What follows belongs to an exercise in optimizing a design on an open flow for small area, a short achievable clock period and few clock cycles; a production flow would make more cautious choices. At most, simulation tests tie the RTL to the original design; equivalence was not proved.

## genetic_generation_engine_core
module genetic_generation_engine_core (
  input  wire logic clk,
  input  wire logic rst,
  input  wire logic in_valid,
  output logic      in_ready,
  input  wire logic [11:0] in_data,
  output logic      out_valid,
  input  wire logic out_ready,
  output logic [16:0] out_data,
  input  wire logic cfg_valid,
  output logic      cfg_ready,
  input  wire logic [1:0] cfg_index,
  input  wire logic [31:0] cfg_data
);
Size: ~2600 cells after synthesis, ~340 flip-flops, about 71 I/O pins, roughly 26000 um2 of cells after synthesis.
make LEC_CHECK=0 CAP_MARGIN=20 CORE_MARGIN=2 CORE_UTILIZATION=40 SETUP_SLACK_MARGIN=3 SLEW_MARGIN=20 finish   # period 8.0 ns
run.sh (not shown) runs the stock make flow with config.mk's settings and CLKGATE_MAP_FILE= SYNTH_SCRIPT=/design/flow/synth_recipe.tcl, a recipe that flattens the netlist after the stock synthesis.
Edit:
- SETUP_SLACK_MARGIN: 3 -> 4.5
After rerunning: Clock-buffer cell count came out lower by 9; global-route usage went up by 1.1 points.
Edit:
- SETUP_SLACK_MARGIN: 4.5 -> default
What happened:
- utilization came out lower by 6.1 points
- sequential cell count does not change
No run of this note included a check of the RTL's function; only the layout flow was run.

========
Another version of the RTL of genetic_generation_engine_core (not shown whole).
Size: about 350 flip-flops, roughly 0.026 mm2 of cells after synthesis.
Settings: LEC_CHECK=0, CAP_MARGIN=20, CORE_MARGIN=2, CORE_UTILIZATION=40, SETUP_SLACK_MARGIN=4.5, SLEW_MARGIN=20; clock period 8.0 ns.
Testbench counts at the start, summed over its fixed seeds: cycles 4,704.
Next try:
- SETUP_SLACK_MARGIN: 4.5 -> 2.5
Via count went down by about 7%. Design area goes down by about 13%. Routed wire length falls by about 8%. Cell count went down by about 5.6%.

========
genetic_generation_engine_core, a different RTL version from the one above (not shown whole).
Size in the first run: roughly 2800 cells after synthesis, roughly 350 flip-flops, ~71 I/O pins, about 26000 sq um of cells after synthesis.
export LEC_CHECK = 0
export CAP_MARGIN = 20
export CORE_MARGIN = 2
export CORE_UTILIZATION = 40
export SETUP_SLACK_MARGIN = 3.8
export SLEW_MARGIN = 20
create_clock -name core_clock -period 8.0 [get_ports {clk}]
Testbench counts at the start, summed over its fixed seeds: cycles 4,704.
Edit:
SETUP_SLACK_MARGIN = 3.2   (was 3.8)
Global-route usage goes down by 0.46 points.
Wire length is lower slightly.
Worst setup slack gets worse by 180 ps.
Area after synthesis does not change.
Via count shrinks slightly.
Synthesized cell count stays the same.
Utilization decreases by 1.2 points.
Edit:
SETUP_SLACK_MARGIN = 2.5   (was 3.2)
Worst hold slack improves by 14 ps.
Count of clock-buffer cells in the layout rose by 4.
Via count fell by about 1%.
Setup slack degrades by 380 ps.
Wire length fell by 3.2%.
Utilization fell by 1.1 points.
Critical path depth fell by 1.
Global-route usage fell by 0.51 points.
Sequential cell count is unchanged.
Edit:
CORE_UTILIZATION = 60   (was 40)
Outcome: Sequential cell count stays the same. Clock skew goes up by 5.1 ps. Sequential share of layout area rises by 0.46 points.

========
exp/garnet:
Starting RTL as in the previous note.
Settings: LEC_CHECK=0, ABC_AREA=1, CAP_MARGIN=20, CORE_MARGIN=2, CORE_UTILIZATION=40, SETUP_SLACK_MARGIN=2.5, SLEW_MARGIN=20; clock period 8.0 ns.
Testbench counts of exp/garnet, summed over its fixed seeds: cycles 4,704.
For exp/willow, these inputs were changed with respect to exp/garnet:
- SETUP_SLACK_MARGIN now 3.5, was 2.5
- ABC_AREA no longer set, was 1
==> run summary <==
Higher setup slack goes to exp/willow over exp/garnet.
exp/willow: PASS, flow complete, no timing, DRC or antenna violations
Delta (exp/willow minus exp/garnet): required time reported for the critical path endpoint fell 0.12 ns, post-layout utilization of the core went up, shortest period the worst path allows lower.
Cmp exp/garnet and exp/willow / synthesized instance count / lower: exp/willow
exp/willow: non-clock buffer count is 78 higher than what exp/garnet reported.
Final-layout worst hold slack: exp/willow > exp/garnet
Here is what was changed in the inputs of exp/umber compared with exp/willow.
- SETUP_SLACK_MARGIN changed from 3.5 to 3.2
- TNS_END_PERCENT newly set to 5
Diff exp/umber and exp/willow: peak fanout along the critical path higher in exp/umber. On maximum achievable frequency, exp/willow tracks exp/umber almost exactly. For the routing usage on met1, exp/umber came in 0.36 points lower than exp/willow did. The post-CTS resize count in exp/umber is 0.57 times that in exp/willow.
Setup changes, exp/umber to exp/maple
- TNS_END_PERCENT: 5 -> unset
- SETUP_SLACK_MARGIN: 3.2 -> 4.2
- exp/maple finished end to end and its layout was clean on timing, DRC and antenna.
- exp/umber: all stages complete, timing, DRC and antenna checks passed
- Re register-to-register slack: exp/umber and exp/maple aren't equal, and the higher value belongs to exp/maple.
- Measured against each other, exp/umber and exp/maple differ in amount of wire on met3 after detailed routing, the lower figure coming from exp/umber.
- From exp/umber to exp/maple the numbers moved as follows: number of placed instances with taps included has remained practically unchanged, number of cells on the critical path has increased, highest achievable clock rate has increased, synthesized netlist net count has remained practically unchanged.
- For exp/maple, the commonest non-fill, non-tap cell in the layout was nor2_1, unlike exp/umber, where it was nand2_1.
- exp/maple reports its end of the critical path as of[1]$_DFFE_PP_ while exp/umber reports ld_old[2]$_DFF_P_.
- Compared with exp/umber, the detailed router inserted more vias in exp/maple.
- Looking at required time reported for the critical path endpoint across exp/umber and exp/maple, the one that comes out higher is exp/umber.
- Of the two values seen for critical path's slowest cell, mux4_2 was produced by exp/umber and fa_1 by exp/maple.
- | global-route usage | exp/maple vs exp/umber | 0.97 points higher |
Modified inputs, exp/xenon compared to exp/maple
- TNS_END_PERCENT now 5, previously not set
- SETUP_SLACK_MARGIN now 3.8, was 4.2
[summary]
- Of the two values seen for category of the most critical setup path, register to register was produced by exp/maple and input port to register by exp/xenon.
- Of exp/maple and exp/xenon, the run reporting the lower worst-path maximum fanout was exp/maple.
- met2 wirelength from detailed routing of exp/xenon falls short of that of exp/maple by a few percent.
- Weighted congestion reported at the end of routability-driven placement of exp/xenon exceeds that of exp/maple by a few percent.

## static timing again, ports no longer ideal
In the flow no input, the clock included, has a driving cell. The finished layouts below were timed again as built, in two steps.
Step 1, drivers: a clkbuf_16 drives clk and a buf_2 each remaining input, both assumed.
Step 2, shift: input delay + t, output delay - t, t = (earliest + latest rising clock arrival at the registers) / 2. This alone moves slack from input paths to output paths.
a / b / c = no drivers / after step 1 / after step 2; a / b = the first two.
run	t, ns	slack for setup (ns)	worst register clock-pin slew, ns
the first run of note 1	0.627	2.779 / 2.779 / 2.602	0.06 / 0.06
the second run of note 1	0.628	2.915 / 2.915 / 2.915	0.07 / 0.07
the third run of note 1	0.636	0.847 / 0.847 / 0.847	0.07 / 0.07
the first run of note 2	0.655	3.139 / 3.139 / 3.049	0.06 / 0.06
the second run of note 2	0.653	2.795 / 2.795 / 2.427	0.07 / 0.07
the first run of note 3	0.624	3.288 / 3.288 / 3.174	0.07 / 0.07
the second run of note 3	0.653	3.109 / 3.109 / 2.752	0.06 / 0.06
the third run of note 3	0.647	2.727 / 2.727 / 2.274	0.06 / 0.06
the fourth run of note 3	0.625	2.621 / 2.661 / 2.036	0.06 / 0.06
exp/garnet	0.639	2.616 / 2.659 / 2.020	0.06 / 0.06
exp/willow	0.643	3.116 / 3.116 / 2.998	0.06 / 0.06
exp/umber	0.637	3.108 / 3.116 / 2.509	0.07 / 0.07
exp/maple	0.631	3.280 / 3.280 / 3.222	0.07 / 0.07
exp/xenon	0.644	3.098 / 3.125 / 2.481	0.06 / 0.06
After both steps setup and hold are still met in every run listed. The setup slack of exp/xenon, which loses most, moves by +0.027 ns with the drivers and by -0.617 ns with both steps.
